This is an optimization exercise on Yosys and OpenROAD, whose aim is small area and a short achievable clock period, not a production implementation.
Function was checked by simulation only, so behaviour that the tests miss may differ from the original.
No activity file was given, so power comes from the tool's default toggle rates.

File: design/flow/design.v
module fb_slot_scheduler (
    input  logic        aclk,
    input  logic        reset_i,
    output logic [7:0]  m_slot_tdata,
    output logic        m_slot_tvalid,
    input  logic        m_slot_tready,
    input  logic [7:0]  s_done_tdata,
    input  logic        s_done_tvalid,
    output logic        s_done_tready,
    input  logic [31:0] s_nack_tdata,
    input  logic        s_nack_tvalid,
    output logic        s_nack_tready,
    output logic [31:0] m_event_tdata,
    output logic        m_event_tvalid,
    input  logic        m_event_tready,
    input  logic [15:0] s_ack_tdata,
    input  logic        s_ack_tvalid,
    output logic        s_ack_tready,
    output logic        allow_o,
    output logic [8:0]  allow_count_o,
    output logic        err_o
);
    function automatic logic [255:0] dec8(input logic [7:0] x, input logic en);
        logic [15:0] lo, hi;
        lo = 16'd1 << x[3:0];
        hi = en ? (16'd1 << x[7:4]) : 16'd0;
        for (int i = 0; i < 256; i++) dec8[i] = hi[i / 16] & lo[i % 16];
    endfunction
    logic [7:0]   fifo_mem [256];
    logic [7:0]   head_q, rdn_q, rdn2_q, wr_q;
    logic [7:0]   rde_q, rdo_q, lw_addr_q, lw_data_q;
    logic         lw_v_q, nb_q, rr_q;
    logic [8:0]   count_q;
    logic         run_q, vld_q, full_q;
    logic [255:0] busy_q;
    logic         pop, ack_fire, ack_pre, ack_busy, ack_ok, push;
    logic [7:0]   ack_slot, wdata, rdata;
    logic [255:0] asel, hsel;
    logic         cnt0, cnt1, cnt255, cnt_ge2;
    logic [8:0]   count_d;
    logic [7:0]   wr_inc;
    logic         ev_free;
    assign ack_slot = s_ack_tdata[7:0];
    assign pop      = vld_q && m_slot_tready;
    assign ack_fire = run_q && s_ack_tvalid;
    assign ack_pre  = ack_fire && (s_ack_tdata[11:8] == 4'h0);
    logic       clr_v_q;
    logic [7:0] clr_slot_q;
    assign asel     = dec8(clr_slot_q, clr_v_q);
    assign ack_busy = busy_q[ack_slot] && !(clr_v_q && clr_slot_q == ack_slot);
    assign ack_ok   = ack_pre && ack_busy;
    assign push     = run_q ? ack_ok : !full_q;
    assign wdata    = run_q ? ack_slot : wr_q;
    assign cnt0    = (count_q == 9'd0);
    assign cnt1    = (count_q == 9'd1);
    assign cnt255  = (count_q == 9'd255);
    assign cnt_ge2 = (count_q[8:1] != 8'd0);
    assign wr_inc  = wr_q + 8'd1;
    logic [8:0] inc_t, dec_t, cnt_push, cnt_nopush;
    always_comb begin
        for (int i = 0; i < 9; i++) begin
            inc_t[i] = 1'b1;
            dec_t[i] = 1'b1;
            for (int j = 0; j < i; j++) begin
                inc_t[i] = inc_t[i] & count_q[j];
                dec_t[i] = dec_t[i] & !count_q[j];
            end
        end
    end
    assign cnt_push   = count_q ^ (inc_t & {9{!pop}});
    assign cnt_nopush = count_q ^ (dec_t & {9{pop}});
    assign count_d    = ({9{push}} & cnt_push) | ({9{!push}} & cnt_nopush);
    assign m_slot_tvalid = vld_q;
    assign m_slot_tdata  = head_q;
    assign s_ack_tready  = run_q;
    assign allow_count_o = count_q;
    assign ev_free       = !m_event_tvalid || m_event_tready;
    assign s_nack_tready = nb_q || (rr_q && m_event_tready);
    assign s_done_tready = s_nack_tready && !s_nack_tvalid;
    assign hsel = dec8(head_q, pop);
    always_ff @(posedge aclk) begin
        if (!full_q) fifo_mem[wr_q] <= wdata;
    end
    always_ff @(posedge aclk) begin
        rde_q     <= fifo_mem[{rdn2_q[7:1], 1'b0}];
        rdo_q     <= fifo_mem[{rdn_q[7:1], 1'b1}];
        lw_v_q    <= !full_q;
        lw_addr_q <= wr_q;
        lw_data_q <= wdata;
    end
    assign rdata = (lw_v_q && lw_addr_q == rdn_q) ? lw_data_q : (rdn_q[0] ? rdo_q : rde_q);
    always_ff @(posedge aclk) begin
        if (pop)       head_q <= cnt1 ? wdata : rdata;
        else if (cnt0) head_q <= wdata;
    end
    always_ff @(posedge aclk) begin
        for (int i = 0; i < 256; i++)
            busy_q[i] <= run_q && (hsel[i] || (busy_q[i] && !asel[i]));
    end
    always_ff @(posedge aclk) begin
        clr_v_q    <= ack_ok;
        clr_slot_q <= ack_slot;
    end
    always_ff @(posedge aclk or posedge reset_i) begin
        if (reset_i) begin
            run_q   <= 1'b0;
            vld_q   <= 1'b0;
            full_q  <= 1'b0;
            rdn_q   <= 8'd1;
            rdn2_q  <= 8'd2;
            wr_q    <= 8'd0;
            count_q <= 9'd0;
            allow_o <= 1'b0;
            err_o   <= 1'b0;
        end else begin
            if (!run_q && full_q) run_q <= 1'b1;
            vld_q   <= (run_q || full_q) && (cnt_ge2 || (cnt1 && (push || !pop)) || (cnt0 && push));
            full_q  <= (full_q && (push || !pop)) || (cnt255 && push && !pop);
            if (push) wr_q  <= wr_inc;
            if (pop)  rdn_q <= rdn2_q;
            if (pop)  rdn2_q <= rdn2_q + 8'd1;
            count_q <= count_d;
            allow_o <= ack_fire && s_ack_tdata[15];
            if (ack_fire && !ack_ok) err_o <= 1'b1;
        end
    end
    logic [7:0] ev_slot_q;
    logic       evv_d;
    assign evv_d = ev_free ? (run_q && (s_nack_tvalid || s_done_tvalid)) : m_event_tvalid;
    always_ff @(posedge aclk or posedge reset_i) begin
        if (reset_i) begin
            m_event_tvalid <= 1'b0;
            nb_q           <= 1'b0;
            rr_q           <= 1'b0;
        end else begin
            m_event_tvalid <= evv_d;
            nb_q           <= (run_q || full_q) && !evv_d;
            rr_q           <= run_q || full_q;
        end
    end
    always_ff @(posedge aclk) begin
        if (ev_free) ev_slot_q <= s_nack_tvalid ? s_nack_tdata[7:0] : s_done_tdata[7:0];
    end
    assign m_event_tdata = {12'b0, ev_slot_q, 12'b0};
endmodule
File: design/flow/run.sh
#!/bin/bash
# synth_recipe.tcl (not shown) runs the flow's synth.tcl, then flattens the netlist and writes it again
# the make line also repeats each setting of config.mk as NAME=value (left out here)
make -C /OpenROAD-flow-scripts/flow DESIGN_CONFIG=/design/flow/config.mk WORK_HOME=/design/flow/orfs CLKGATE_MAP_FILE= SYNTH_SCRIPT=/design/flow/synth_recipe.tcl finish
File: design/flow/config.mk
export PLATFORM = sky130hd
export DESIGN_NAME = fb_slot_scheduler
export DESIGN_NICKNAME = fb_slot_scheduler
export VERILOG_FILES = /design/flow/design.v
export SDC_FILE = /design/flow/constraint.sdc
export NUM_CORES = 4
export LEC_CHECK = 0
export CAP_MARGIN = 20
export CORE_MARGIN = 2
export CORE_UTILIZATION = 55
export CTS_BUF_LIST = sky130_fd_sc_hd__clkbuf_8
export CTS_CLUSTER_DIAMETER = 60
export CTS_CLUSTER_SIZE = 16
export PLACE_DENSITY = 0.7
export SETUP_SLACK_MARGIN = 3.85
export SLEW_MARGIN = 20
File: design/flow/constraint.sdc
create_clock -name core_clock -period 7.0 [get_ports {aclk}]
set_input_delay 1.4000 -clock core_clock [delete_from_list [all_inputs] [get_ports {aclk}]]
set_output_delay 1.4000 -clock core_clock [all_outputs]
set_load 0.01 [all_outputs]
==> results of run 1 <==
[Yosys cell counts, types with 2 or more instances]
library cell     n  area share [%]
edfxtp_1      2064              65
mux4_2         728              17
nand2_1        360             1.4
dfxtp_1        298             6.3
nor2_1         294             1.2
o21ai_0        262             1.4
a21boi_0       256             2.0
clkbuf_1       243            0.96
buf_1           66            0.26
mux2i_1         46            0.49
mux2_2          40            0.47
dfrtp_1         39             1.0
buf_4           24            0.19
nand3_1         21            0.11
nor2b_1         20            0.13
xor2_1          20            0.18
xnor2_1         19            0.18
nor3_1          18           0.095
a22oi_1         16            0.13
nand2b_1        11           0.073
a21oi_1          9           0.047
inv_1            9           0.036
nor4_1           9           0.059
buf_2            8           0.042
o211ai_1         8           0.063
o21a_1           8           0.063
o22ai_1          8           0.053
ha_1             7           0.092
and3_1           5           0.033
and2_1           4           0.026
buf_6            4           0.047
nand4_1          4           0.026
a31oi_1          3           0.020
and4_1           3           0.028
or3_1            3           0.020
dfstp_2          2           0.055
nand3b_1         2           0.016
o41ai_2          2           0.034
[worst max-delay path by stage]
stage / slack, ns / end
2_1_floorplan: 2.84 / wr_q[1]
3_3_place_gp: 1.48 / count_q[7]
3_5_place_dp: 1.45 / count_q[8]
4_1_cts: 3.63 / fifo_mem[250][5]
5_1_grt: 3.57 / count_q[7]
6_report: 3.53 / count_q[7]
[state kept, by name, indices dropped and copies added, names as in the netlist, 8 cells and up]
name	cells
busy_q	256
clr_slot_q	8
count_q	9
ev_slot_q	8
fifo_mem	2048
head_q	8
lw_addr_q	8
lw_data_q	8
rde_q	8
rdn2_q	8
rdn_q	8
rdo_q	8
wr_q	8
[final cells by class]
cell class | instances | area [um2]
Clock inverter | 78 | 535.5
Clock buffer | 187 | 2574
Inverter | 9 | 37.54
Timing Repair Buffer | 282 | 3722
Fill cell | 12020 | 67500
Antenna cell | 4 | 10.01
Multi-Input combinational cell | 2221 | 25260
Tap cell | 2310 | 2890
Sequential cell | 2403 | 69010
[power by group through the flow]
stage	sequential (mW)	clock [mW]	combinational [mW]
floorplan	15.6	0	0.0991
global placement	15.6	0	0.152
detailed placement	15.6	0	0.152
CTS	15.3	7.20	0.180
global route	15.3	7.71	0.197
finish	15.3	7.12	0.189
[worst reg2reg max path, stage by stage (launching register included)]
cell and delay [ns]:
dfstp_4 0.67, buf_12 0.12, buf_12 0.14, buf_12 0.14, buf_16 0.16, mux4_2 0.56, mux4_2 0.53, mux4_2 0.56
mux2_4 0.30
[cell families (layout without fill, tap and decap cells)]
family                   Yosys count  in the layout  share of synthesized area [%]
AO/OA/AOI/OAI                    575            575                          3.843
XOR/XNOR                          39             39                         0.3599
adder cells (fa/ha/maj)            7              7                        0.09227
buffers and inverters            354            556                          1.537
flip-flops                      2403           2403                          72.67
multiplexers                     815            818                          18.25
other                              1             28                       0.003951
AND/OR/NAND/NOR                  758            758                          3.247
[routing by layer]
layer | GRT usage (%) | vias to the layer above | share of wire (%)
li1 | - | 20040 | -
met1 | 38.62 | 25720 | 40
met2 | 40.95 | 2325 | 48
met3 | 4.729 | 375 | 8.6
met4 | 7.688 | 2 | 2.8
met5 | 0 | - | 0.0056
[timing repair]
action                     CTS  global route
cloned                      32             5
buffers inserted            69            17
hold endpoints to repair     0             0
setup endpoints to repair  682          1068
pin swaps                    9             7
gates resized for setup    214           123
==> run summary, run 1 <==
RR Endpoint rde_q[7]; P per Cell Area between 200 and 250 mW/mm2; sequential power share about two thirds; HPWL Detailed 126,600 um; Routability Congestion approximately 0.80; Setup Viol. Count Final 0; synthesized instance count a little under 5,000; Sw Share 20.30%; Worst-Margin Slew 1.186 ns; most frequent cells in the layout 2,064 x edfxtp_1, 728 x mux4_2, 352 x nand2_1; worst hold path class reg -> reg; Setup TNS 0 ns; Rows around 150; Worst path depth 12; reg2reg path depth 8; sequential share of the synthesized area between 70% and 80%; Die Ht 419.4 um; crit path kind in -> reg; Placement Setup Slack between 1 and 1.5 ns; result of the run finished clean; placed insts about 7,000; first-pass GRT wire length ~330,000 um; clk sink count around 2,400; setup ws final between 3 and 4 ns; hold path depth 2; top_reg_cell synth edfxtp_1; Reg2Reg Setup Slack between 3 and 4 ns; Area Growth Syn to Fin 9.618%; CP arrival 4.35 ns; Cell Area, Placed 0.09825 mm2; P_sw ~4.6 mW; Nets approximately 5,200; share of cells above drive strength 1 26.83%; total power around 23 mW; max cap viols 0; vias in the first global route approximately 48,000; Slew Limit Fails 0; critical path's top delay family multiplexers; Total Wirelength approximately 230,000 um; combinational share of power 0.8%; wire per inst 30.73 um; post-synthesis cell type count 47; Core Region approximately 0.17 mm2; hold slack between 0.4 and 0.5 ns; Worst-Skew Late Latency 1.01 ns; initial antenna violation count 4; crit end category flop; unrepaired setup endpoints after global routing true; DIE WIDTH about 420 um; fmax a little under 300 MHz; ys async rst share between 1.5 and 2%; Slew headroom 20.62%; drt first-iter violations about 6,300; min Tclk post-route around 3.5 ns; CTS clk-pin slew, worst paths approximately 0.1 ns; DRC errors left 0; CP Buf/Inv Count 4; hold worst-path end busy_q[51]; post-cts hold buffer count 0; min-delay src busy_q[51]; CTS H-Tree Depth 4; Final ANT Viol Nets 0; EDFF count, synth around 2,100; clock share of power between 30% and 40%; total CTS buffers roughly 180; crit path launch s_ack_tdata[0]; FF+latch count, synth between 2,000 and 2,500; final hold violations 0; Req. time, crit path approximately 8 ns; fin util between 60% and 70%; maximum root-to-sink buffer count 3; critical path's slowest cell mux4_2; largest stage delay on the critical path around 0.5 ns; Post-Layout Inst Area about 0.10 mm2; worst flop-to-flop path startpoint rdn2_q[1]; Post-Syn Area between 0.09 and 0.1 mm2; largest net degree at the start of global routing ~150; Initial Utilization between 50% and 60%; CP Cell Sequence buf_16 > buf_16 > mux4_2 > mux4_2 > o22ai_2 > nor3_2 > o41ai_2 > buf_4 > nand3_4 > buf_12 > mux2_2 > xnor2_1; # port buffers 67; GR Overflow Total 0; leak pwr a little under 30 nW; worst clock skew slightly above 0.06 ns; root buf cell clkbuf_8; vias per cell 6.467; die area approximately 0.18 mm2; largest fanout on the critical path 8; post-synthesis average cell area about 19 um2; maximum VDD drop 247.4 uV; # IOs roughly 120; DR pass1 iterations 6; via count 48,470; Critical Path Source Type input port; GR Util All Layers a little over a quarter; yosys warns 1; Tcrit/Tclk final 49.60%; commonest non-fill, non-tap cell in the layout edfxtp_1; Post-Layout Cell Count between 7,000 and 8,000; cell internal pwr between 15 and 20 mW; CTS tree done
==> run 2: changes to the inputs <==
--- a/design/flow/design.v
+++ b/design/flow/design.v
@@ -32,2 +32,4 @@
     logic         lw_v_q, nb_q, rr_q;
+    logic [7:0]   lw2_addr_q, lw2_data_q;
+    logic         lw2_v_q;
     logic [8:0]   count_q;
@@ -81,3 +83,3 @@
     always_ff @(posedge aclk) begin
-        if (!full_q) fifo_mem[wr_q] <= wdata;
+        if (lw_v_q) fifo_mem[lw_addr_q] <= lw_data_q;
     end
@@ -89,4 +91,9 @@
         lw_data_q <= wdata;
+        lw2_v_q    <= lw_v_q;
+        lw2_addr_q <= lw_addr_q;
+        lw2_data_q <= lw_data_q;
     end
-    assign rdata = (lw_v_q && lw_addr_q == rdn_q) ? lw_data_q : (rdn_q[0] ? rdo_q : rde_q);
+    assign rdata = (lw_v_q && lw_addr_q == rdn_q)   ? lw_data_q  :
+                   (lw2_v_q && lw2_addr_q == rdn_q) ? lw2_data_q :
+                   (rdn_q[0] ? rdo_q : rde_q);
     always_ff @(posedge aclk) begin
--- a/design/flow/config.mk
+++ b/design/flow/config.mk
@@ -14,3 +14,3 @@
 export PLACE_DENSITY = 0.7
-export SETUP_SLACK_MARGIN = 3.85
+export SETUP_SLACK_MARGIN = 3.6
 export SLEW_MARGIN = 20
==> run 2 against run 1 <==
Clock skew rose by 0.024 ns; sequential power rose by 12%; via count rose by 2.0%; global-route usage fell by 1.1 points; synthesized cell count rose by 6.6%; first-iteration DRC count fell by 2.3%; register-to-register slack got worse by 0.08 ns; final cell count rose by 3.2%; count of clock-buffer cells in the layout fell by 2; fmax rose by 2.1%; sequential cell count rose by 17; synthesized area rose by 1.2%; critical path type unchanged; largest cell class unchanged.
==> run summary, run 2 <==
result of the run finished clean; GR Overflow Total 0 (unchanged); CP Cell Sequence buf_4 > inv_2 > mux2i_1 > a32o_1 > or4_4 > a211oi_4 > a21oi_4 > buf_4 > nor4b_2 > xor2_1; Slew Limit Fails 0 (unchanged); most frequent cells in the layout 2,064 x edfxtp_1, 626 x mux4_2, 381 x nand2_1; post-cts hold buffer count 0 (unchanged); CTS H-Tree Depth 4 (unchanged); largest fanout on the critical path 33 (+25); Final ANT Viol Nets 0 (unchanged); Critical Path Source Type input port; Initial Utilization 55.31% (about the same); Most common cell on crit path buf_4; Routability Congestion 0.8348 (+4.1%); vias per cell 6.394 (-1.1%); CP arrival 4.28 ns (-0.07 ns); Largest register FFs 2,048 (unchanged); adder-cell area share of the yosys netlist 0.05212% (-0.040 points); Fill cells 12,480 (+3.8%); CTS clk-pin slew, worst paths 0.10 ns (about the same); first-pass GRT wire length 330,000 um (-0.55%); DIE WIDTH 421.9 um (+0.58%); Synth Area in Compound Gates 5.131% (+1.3 points); largest net degree at the start of global routing 223 (+51%); CTS tree done; largest stage delay on the critical path 0.46 ns (-0.05 ns); largest cells by area after synthesis edfxtp_1 65%, mux4_2 15%, dfxtp_1 6.6%; Setup Viol. Count Final 0 (unchanged); P per Cell Area 334.6 mW/mm2 (+54%); GR Util All Layers 25.16% (-1.1 points); Setup TNS 0 ns (unchanged); Worst-Margin Slew 1.234 ns (+0.04784 ns); multiplexer share of the synthesized area 16.75% (-1.5 points); top_reg_cell synth edfxtp_1; total CTS buffers 177 (-0.56%); ys async rst share 1.694% (-0.012 points); vias in the first global route 48,930 (+2.5%); Placement Setup Slack 1.663 ns (+0.2086 ns); most frequent cell after synthesis edfxtp_1; Max Used Layer met5; wire per inst 29.03 um (-5.5%); FF+latch count, synth 2,420 (+0.71%); Biggest register fifo_mem; root buf cell clkbuf_8; HPWL Detailed 128,100 um (+1.2%); leak pwr 31.99 nW (+7.5%); sequential share of the synthesized area 72.18% (-0.49 points); die area 0.1780 mm2 (+1.2%); Slew headroom 17.53% (-3.1 points); DRC errors left 0 (unchanged); # IOs 119 (unchanged); Core Region 0.1736 mm2 (+1.2%); synthesized instance count 5,279 (+6.6%); worst hold path class reg -> reg; drt first-iter violations 6,153 (-2.3%); Nets 5,388 (+4.3%); commonest cells in the netlist 2,064 x edfxtp_1, 626 x mux4_2, 383 x nand2_1; post-synthesis cell type count 65 (+38%); post-synthesis average cell area 18.19 um2 (-5.1%); EDFF count, synth 2,064 (unchanged); fmax 294.1 MHz (+2.1%); routed wire length on met2 107,200 um (-3.7%); Tcrit/Tclk final 48.57% (-1.0 points); critical path's slowest cell or4_4; Top Registers fifo_mem (2048), busy_q (256), count_q (9); unrepaired setup endpoints after global routing true; setup ws final 3.600 ns (+0.07191 ns); Simple-Gate Fraction of Synth Area 3.685% (+0.44 points); Synth area leader edfxtp_1; maximum VDD drop 254.9 uV (+3.0%); maximum root-to-sink buffer count 3 (unchanged); Rows 153 (+0.66%); crit path kind in -> reg; worst clock skew 0.08523 ns (+0.02433 ns); Area Growth Syn to Fin 7.509%; met1 WL 90,540 um (-2.3%); crit end category flop; DR pass1 iterations 6 (unchanged); final hold violations 0 (unchanged); Req. time, crit path 7.88 ns (about the same); Die Ht 421.9 um (+0.58%); share of cells above drive strength 1 20.92% (-5.9 points); Worst-Skew Late Latency 1.01 ns (about the same); initial antenna violation count 3 (-1); clk sink count 2,420 (+0.71%); commonest non-fill, non-tap cell in the layout edfxtp_1; XOR/XNOR Fraction of Synth Area 0.4195% (+0.060 points); min Tclk post-route 3.400 ns (-0.07191 ns); max cap viols 0 (unchanged); Total Wirelength 224,500 um (-2.5%); Post-Syn Area 0.09603 mm2 (+1.2%); share of the synthesized area in the top cell type 64.54% (-0.76 points); largest family of logic cells by synthesized area multiplexers; met3 routed WL 19,240 um (-3.0%); # port buffers 67 (unchanged); via count 49,440 (+2.0%); yosys warns 1 (unchanged)
## run 2: changes by cell type in the layout (fill, tap and decap cells not counted), moves of 29 or more
cell,previous run,this run
nor2_2,95,25
a21oi_1,9,45
mux4_2,728,626
mux2i_1,44,160
a211oi_1,0,33
o22ai_1,0,33
nor2_1,193,290
nand2_1,352,381
o221ai_1,0,65
## run 2: critical path, delay by kind of cell
family,cells,cell delay (ns)
mux,1,0.20
buf+inv,3,0.95
xor+xnor,1,0.17
compound gates,3,0.75
simple gates,2,0.78
## run 2: final timing paths
path	to	cells after the start	slack, ns	start
worst max-delay path	wr_q[6]	10	3.60	s_ack_tdata[2]
worst min-delay path	lw_addr_q[7]	0	0.43	wr_q[7]
worst max register to register	rdo_q[5]	5	3.65	rdn_q[2]
worst min register to register	lw_addr_q[7]	0	0.43	wr_q[7]
max in group asynchronous	run_q	2	5.08	reset_i
min in group asynchronous	rdn_q[1]	2	1.18	reset_i
## run 2: power by group
group | total (mW) | internal [mW] | switching [mW]
combinational | 10.4 | 4.95 | 5.49
sequential | 17.1 | 16.4 | 0.655
clock | 7.01 | 2.57 | 4.45
total | 34.5 | 24.0 | 10.6
## run 2: cell families after synthesis
family,after synthesis
flip-flops,2420
XOR/XNOR,46
AND/OR/NAND/NOR,848
adder cells (fa/ha/maj),4
multiplexers,820
AO/OA/AOI/OAI,746
buffers and inverters,394
other,1
## run 2: final cells by class
class | count | area, um2 | share of cell area [%]
antenna | 2 | 5.005 | 0.004848
clock buffer | 185 | 2546 | 2.466
clock inverter | 79 | 488.0 | 0.4726
inverter | 14 | 55.05 | 0.05332
multi-input combinational | 2489 | 25320 | 24.53
sequential | 2420 | 69380 | 67.20
tap | 2325 | 2909 | 2.818
timing repair buffer | 219 | 2537 | 2.458
## run 2: routing by layer
layer  up-vias  global-route usage [%]
met3       405                   4.461
met4         2                   8.447
li1      20980                       -
met1     25800                   36.19
met2      2254                   39.44
met5         -                       0
## run 2: timing repair
action / CTS / global route
gates cloned: 4 / 4
pin swaps: 3 / 1
setup endpoints to repair: 273 / 19
setup buffers: 44 / 4
gates resized for setup: 72 / 16
## run 2: stage by stage
step	hold slack, ns	util, %	power (mW)	cells	instance area (um2)
after global placement	0.4062	57.02	27.23	7401	99010
after floorplan	0.3290	-	24.16	5302	96160
after detailed placement	0.4040	57.05	27.38	7404	99060
final	0.4278	59.46	34.55	7733	103200
after CTS	0.4272	59.25	34.64	7716	102900
after global routing	0.4650	59.46	35.87	7732	103200
==> run 3: changes to the inputs <==
--- a/design/flow/config.mk
+++ b/design/flow/config.mk
@@ -14,3 +14,3 @@
 export PLACE_DENSITY = 0.7
-export SETUP_SLACK_MARGIN = 3.6
+export SETUP_SLACK_MARGIN = 3.85
 export SLEW_MARGIN = 20
==> run 3 against run 2 <==
Power is 1.9% higher; largest cell class unchanged; clock power is 0.7% higher; fmax is 3.2% higher; critical path depth is 6 lower; final cell count is 0.57% higher.
==> run summary, run 3 <==
largest net degree at the start of global routing 231 (+3.6%); Setup TNS 0 ns (unchanged); Slew headroom 12.34% (-5.2 points); Top Registers fifo_mem (2048), busy_q (256), count_q (9); largest cells by area after synthesis edfxtp_1 65%, mux4_2 15%, dfxtp_1 6.6%; Reg2Reg Setup Slack 3.76 ns (+0.11 ns); result of the run finished clean; FF+latch count, synth 2,420 (unchanged); placed insts 7,411 (+0.095%); leak pwr 32.45 nW (+1.4%); GR Overflow Total 0 (unchanged); Core Region 0.1736 mm2 (unchanged); yosys warns 1 (unchanged); fin util 60.00% (+0.54 points); worst clock skew 0.05470 ns (-0.03053 ns); initial antenna violation count 6 (+3); drt first-iter violations 6,591 (+7.1%); reg2reg path depth 3 (-2); min Tclk post-route 3.295 ns (-0.1051 ns); Largest register FFs 2,048 (unchanged); ys async rst share 1.694% (unchanged); wire per inst 29.82 um (+2.7%); DRC errors left 0 (unchanged); Nets 5,431 (+0.80%); crit end category primary output; worst hold path class reg -> reg; root buf cell clkbuf_8; Routability Congestion 0.8433 (+1.0%); post-synthesis average cell area 18.19 um2 (unchanged); Synth area leader edfxtp_1; via count 50,410 (+2.0%); CTS tree done; Final ANT Viol Nets 0 (unchanged); maximum VDD drop 264.0 uV (+3.6%); top_reg_cell synth edfxtp_1; HPWL Detailed 130,900 um (+2.1%); crit path kind in -> out; Post-Layout Inst Area 0.1042 mm2 (+0.91%); commonest non-fill, non-tap cell in the layout edfxtp_1; vias per cell 6.481 (+1.4%); CTS H-Tree Depth 4 (unchanged); Post-Layout Cell Count 7,777 (+0.57%); total CTS buffers 177 (unchanged); fmax 303.5 MHz (+3.2%); most frequent cells in the layout 2,064 x edfxtp_1, 626 x mux4_2, 381 x nand2_1; Slew Limit Fails 0 (unchanged); CP arrival 1.89 ns (-2.39 ns); max cap viols 0 (unchanged); EDFF count, synth 2,064 (unchanged); min-delay src err_o; Post-Syn Area 0.09603 mm2 (unchanged); sequential share of the synthesized area 72.18% (unchanged); Fill cells 12,310 (-1.3%); RR Endpoint fifo_mem[225][4]; share of the synthesized area in the top cell type 64.54% (unchanged); Biggest register fifo_mem; Cell Area, Placed 0.09908 mm2 (about the same); die area 0.1780 mm2 (unchanged); maximum root-to-sink buffer count 3 (unchanged); GR Util All Layers 25.72% (+0.57 points); post-cts hold buffer count 0 (unchanged); DR pass1 iterations 6 (unchanged); CTS clk-pin slew, worst paths 0.10 ns (about the same); hold path depth 1 (+1); Die Ht 421.9 um (unchanged); post-synthesis cell type count 65 (unchanged); Tcrit/Tclk final 47.07% (-1.5 points); synthesized instance count 5,279 (unchanged); commonest cells in the netlist 2,064 x edfxtp_1, 626 x mux4_2, 383 x nand2_1; vias in the first global route 49,220 (+0.60%); share of cells above drive strength 1 22.16% (+1.2 points); Worst-Skew Late Latency 0.97 ns (-0.04 ns); largest fanout on the critical path 2 (-94%); Req. time, crit path 5.60 ns (-2.28 ns); DIE WIDTH 421.9 um (unchanged); final hold violations 0 (unchanged); hold worst-path end err_o; Setup Viol. Count Final 0 (unchanged); Rows 153 (unchanged); # IOs 119 (unchanged); P per Cell Area 337.9 mW/mm2 (+0.97%); most frequent cell after synthesis edfxtp_1; clk sink count 2,420 (unchanged); # port buffers 67 (unchanged); Area Growth Syn to Fin 8.486%; first-pass GRT wire length 335,800 um (+1.7%); Worst-Margin Slew 1.311 ns (+0.07705 ns); Critical Path Source Type input port; unrepaired setup endpoints after global routing true; worst flop-to-flop path startpoint lw_addr_q[5]; Total Wirelength 231,900 um (+3.3%); Initial Utilization 55.31% (unchanged)
[run 3: cell counts after synthesis]
No cell type changed its count.
[run 3: repair_timing]
action | CTS | global route
pin swaps | 3 | 17
cloned | 11 | 11
resized for setup | 170 | 65
endpoints found under the setup margin | 371 | 291
setup buffers | 52 | 24
[run 3: routing by layer]
layer  GRT usage, %  vias to the layer above  routed length (um)
li1               -                    21070                   -
met1          37.08                    26410               92660
met2          40.70                     2456              111800
met3          4.105                      468               19890
met4          8.393                        0                7610
met5              0                        -                   0
[run 3: stage by stage]
step | setup slack, ns | hold WS, ns | total power [mW]
2_1_floorplan | 3.172 | 0.3290 | 24.16
3_3_place_gp | 1.736 | 0.4512 | 27.30
3_5_place_dp | 1.708 | 0.4467 | 27.45
4_1_cts | 3.685 | 0.4736 | 35.06
5_1_grt | 3.683 | 0.4832 | 36.41
6_report | 3.705 | 0.4723 | 35.20
[run 3: worst max-delay path, stage by stage]
cell	delay [ns]
buf_6	0.09
a21o_1	0.16
nor2b_4	0.12
buf_6	0.12
[run 3: worst max path at each step]
stage,start,endpoint,slack [ns],depth (start not counted)
floorplan,s_ack_tdata[0],wr_q[1],3.17,11
global placement,s_ack_tdata[0],count_q[3],1.74,10
detailed placement,s_ack_tdata[0],count_q[3],1.71,10
CTS,m_event_tready,s_done_tready,3.68,4
global route,m_event_tready,s_done_tready,3.68,4
finish,m_event_tready,s_done_tready,3.71,4
[run 3: cell type report]
class	count	area [um2]	share of cell area [%]
diodes	6	15.01	0.01441
clock inverters	75	494.2	0.4744
inverters	14	57.56	0.05525
flip-flops and latches	2420	69380	66.60
multi-input cells	2489	25510	24.49
clock buffers	186	2560	2.457
repair buffers	262	3253	3.123
well taps	2325	2909	2.792
[run 3: cell families (layout without fill, tap and decap cells)]
family | after synthesis | in the layout | synth area share [%]
flip-flops | 2420 | 2420 | 72.18
AND/OR/NAND/NOR | 848 | 849 | 3.685
multiplexers | 820 | 820 | 16.75
AO/OA/AOI/OAI | 746 | 746 | 5.131
buffers and inverters | 394 | 537 | 1.782
XOR/XNOR | 46 | 46 | 0.4195
adder cells (fa/ha/maj) | 4 | 4 | 0.05212
other | 1 | 30 | 0.003905
[run 3: power breakdown]
part	leakage (nW)	switching, mW	internal, mW
Sequential	21.6	0.609	16.4
Combinational	9.10	5.86	5.23
Clock	1.71	4.45	2.61
==> run 4: changes to the inputs <==
--- a/design/flow/config.mk
+++ b/design/flow/config.mk
@@ -9,3 +9,3 @@
 export CORE_MARGIN = 2
-export CORE_UTILIZATION = 55
+export CORE_UTILIZATION = 65
 export CTS_BUF_LIST = sky130_fd_sc_hd__clkbuf_8
@@ -13,3 +13,3 @@
 export CTS_CLUSTER_SIZE = 16
-export PLACE_DENSITY = 0.7
+export PLACE_DENSITY = 0.78
 export SETUP_SLACK_MARGIN = 3.85
==> run 4 against run 3 <==
Sequential share of layout area increased by 0.29 points; worst setup slack improved by 0.0071 ns; final cell count decreased by 5.4%; sequential power about the same; synthesized cell count unchanged; synthesized area unchanged; count of clock-buffer cells in the layout decreased by 6; critical endpoint unchanged.
==> run summary, run 4 <==
placed insts 7,005 (-5.5%); final hold violations 0 (unchanged); Area Growth Syn to Fin 8.011%; Slew headroom 9.726% (-2.6 points); total power 34.94 mW (-0.73%); Largest register FFs 2,048 (unchanged); reg2reg path depth 3 (unchanged); Tcrit/Tclk final 46.97% (-0.10 points); largest net degree at the start of global routing 259 (+12%); wire per inst 31.40 um (+5.3%); P per Cell Area 336.9 mW/mm2 (-0.29%); result of the run finished clean; top_reg_cell synth edfxtp_1; ys async rst share 1.694% (unchanged); Reg2Reg Setup Slack 3.71 ns (-0.05 ns); Most common cell on crit path buf_6; # IOs 119 (unchanged); post-synthesis average cell area 18.19 um2 (unchanged); CP arrival 1.89 ns (about the same); setup ws final 3.712 ns (+0.007070 ns); Placement Setup Slack 1.915 ns (+0.2069 ns); Cell Area, Placed 0.09853 mm2 (-0.56%); Rows 141 (-7.8%); drt first-iter violations 6,906 (+4.8%); XOR/XNOR Fraction of Synth Area 0.4195% (unchanged); first-pass GRT wire length 335,500 um (about the same); largest cells by area after synthesis edfxtp_1 65%, mux4_2 15%, dfxtp_1 6.6%; Setup TNS 0 ns (unchanged); vias in the first global route 49,870 (+1.3%); crit path kind in -> out; crit end category primary output; HPWL Detailed 131,500 um (+0.47%); largest fanout on the critical path 2 (unchanged); post-cts hold buffer count 0 (unchanged); largest family of logic cells by synthesized area multiplexers; most frequent cells in the layout 2,064 x edfxtp_1, 626 x mux4_2, 380 x nand2_1; share of cells above drive strength 1 23.53% (+1.4 points); CTS tree done; initial antenna violation count 2 (-4); Worst-Margin Slew 1.350 ns (+0.03917 ns); Req. time, crit path 5.60 ns (about the same); # port buffers 67 (unchanged); Core Region 0.1471 mm2 (-15%); Setup Viol. Count Final 0 (unchanged); DRC errors left 0 (unchanged); unrepaired setup endpoints after global routing true; maximum VDD drop 233.0 uV (-12%); multiplexer share of the synthesized area 16.75% (unchanged); post-synthesis cell type count 65 (unchanged); Die Ht 388.4 um (-7.9%); Synth Area in Compound Gates 5.131% (unchanged); DIE WIDTH 388.4 um (-7.9%); die area 0.1508 mm2 (-15%); Nets 5,412 (-0.35%); via count 50,990 (+1.2%); largest stage delay on the critical path 0.16 ns (about the same); CTS clk-pin slew, worst paths 0.09 ns (about the same); commonest non-fill, non-tap cell in the layout edfxtp_1; Simple-Gate Fraction of Synth Area 3.685% (unchanged); sequential share of the synthesized area 72.18% (unchanged); DR pass1 iterations 6 (unchanged); Total Wirelength 231,100 um (-0.36%); worst hold path class reg -> reg; root buf cell clkbuf_8; adder-cell area share of the yosys netlist 0.05212% (unchanged); Critical Path Source Type input port; CTS H-Tree Depth 4 (unchanged); min Tclk post-route 3.288 ns (-0.007070 ns); vias per cell 6.928 (+6.9%); CP Cell Sequence buf_6 > a21o_1 > nor2b_4 > buf_6; Top Registers fifo_mem (2048), busy_q (256), count_q (9); commonest cells in the netlist 2,064 x edfxtp_1, 626 x mux4_2, 383 x nand2_1; worst flop-to-flop path startpoint lw_addr_q[4]; Routability Congestion 0.8615 (+2.2%); critical path's slowest cell a21o_1; Post-Layout Cell Count 7,360 (-5.4%); share of the synthesized area in the top cell type 64.54% (unchanged); Post-Layout Inst Area 0.1037 mm2 (-0.44%); hold worst-path end lw_addr_q[4]; Post-Syn Area 0.09603 mm2 (unchanged); max cap viols 0 (unchanged); FF+latch count, synth 2,420 (unchanged); total CTS buffers 174 (-1.7%); Biggest register fifo_mem; fmax 304.2 MHz (+0.21%); most frequent cell after synthesis edfxtp_1; Worst-Skew Late Latency 0.95 ns (-0.02 ns); clk sink count 2,420 (unchanged); RR Endpoint fifo_mem[209][1]; min-delay src wr_q[4]; Slew Limit Fails 0 (unchanged); maximum root-to-sink buffer count 3 (unchanged); yosys warns 1 (unchanged); synthesized instance count 5,279 (unchanged); EDFF count, synth 2,064 (unchanged); Final ANT Viol Nets 0 (unchanged); worst clock skew 0.05125 ns (-0.003446 ns); GR Overflow Total 0 (unchanged); GR Util All Layers 30.57% (+4.8 points); Initial Utilization 65.27% (+10 points); leak pwr 32.36 nW (-0.25%); hold path depth 0 (-1); Synth area leader edfxtp_1
==> run 4: critical path: cells and delay by family <==
family / cells / cell delay (ns)
AOI/OAI and AO/OA: 1 / 0.16
buffers and inverters: 2 / 0.21
and+or+nand+nor: 1 / 0.12
==> run 4: metrics by stage <==
step,util [%],hold slack (ns)
floorplan,-,0.3290
global placement,66.95,0.4642
detailed placement,66.97,0.4486
CTS,69.83,0.4656
global route,70.49,0.4849
finish,70.50,0.4591
==> run 4: report_power, final <==
| group | leakage [nW] | internal (mW) | total (mW) | switching [mW] |
|---|---|---|---|---|
| clock | 1.68 | 2.54 | 6.91 | 4.37 |
| sequential | 21.6 | 16.4 | 17.1 | 0.628 |
| combinational | 9.04 | 5.17 | 11.0 | 5.79 |
==> run 4: logic make-up after synthesis <==
kind of cell,count (synthesis)
compound gates,746
xor+xnor,46
fa+ha+maj,4
buf+inv,394
flops,2420
mux,820
other cells,1
simple gates,848
==> run 4: final cells by class <==
type / count / area (um2)
well taps: 1930 / 2415
fillers: 8768 / 43410
clock inverters: 77 / 490.5
clock buffers: 180 / 2477
multi-input cells: 2488 / 25770
repair buffers: 247 / 3119
flip-flops and latches: 2420 / 69380
diodes: 4 / 10.01
inverters: 14 / 63.81
==> run 4: how the worst max path moves through the flow <==
stage,startpoint,end,cells past startpoint
2_1_floorplan,s_ack_tdata[0],wr_q[1],11
3_3_place_gp,s_ack_tdata[1],count_q[3],10
3_5_place_dp,s_ack_tdata[1],count_q[3],10
4_1_cts,lw_addr_q[1],fifo_mem[143][6],4
5_1_grt,lw_addr_q[4],fifo_mem[209][1],3
6_report,m_event_tready,s_done_tready,4
==> run 4: timing repair <==
item,in CTS,in global routing
buffers inserted,47,23
setup endpoints to repair,588,1356
gates resized for setup,189,126
cloned,10,10
pin swaps,6,16
==> run 4: per-layer routing <==
metal,wire length (um),up-vias,track usage (%)
met3,25530,451,6.135
met1,86350,26320,43.87
met5,0,-,0
met2,111700,3193,48.17
li1,-,21030,-
met4,7487,0,9.919

==> separate check: timing with driven ports <==
No port has a modelled driver above. Below, the same layouts with a new extraction and two added sets of constraints. Step 1 assumes that a clkbuf_16 drives the clock port and a buf_2 every other input. Step 2, shift: input delay + t, output delay - t, t = (earliest + latest rising clock arrival at the registers) / 2. This alone moves slack from input paths to output paths. Three values: ideal, step 1, step 2; two values: the first two.
| run | t, ns | slack for setup (ns) | worst hold slack (ns) | slew at the worst register clock pin (ns) | pins driven straight from the clock port |
|---|---|---|---|---|---|
| run 1 | 1.051 | 3.528 / 3.323 / 2.272 | 0.484 / 0.484 / 0.484 | 0.11 / 0.11 | 1 |
| run 2 | 1.042 | 3.600 / 3.631 / 2.608 | 0.428 / 0.428 / 0.428 | 0.11 / 0.11 | 1 |
| run 3 | 1.034 | 3.705 / 3.668 / 2.751 | 0.472 / 0.472 / 0.472 | 0.11 / 0.11 | 1 |
| run 4 | 1.017 | 3.712 / 3.677 / 2.666 | 0.459 / 0.459 / 0.459 | 0.11 / 0.11 | 1 |
After both steps setup and hold are still met in every run listed. For run 1, which loses most, drivers alone change the setup slack by -0.205 ns; drivers and shift together by -1.256 ns.
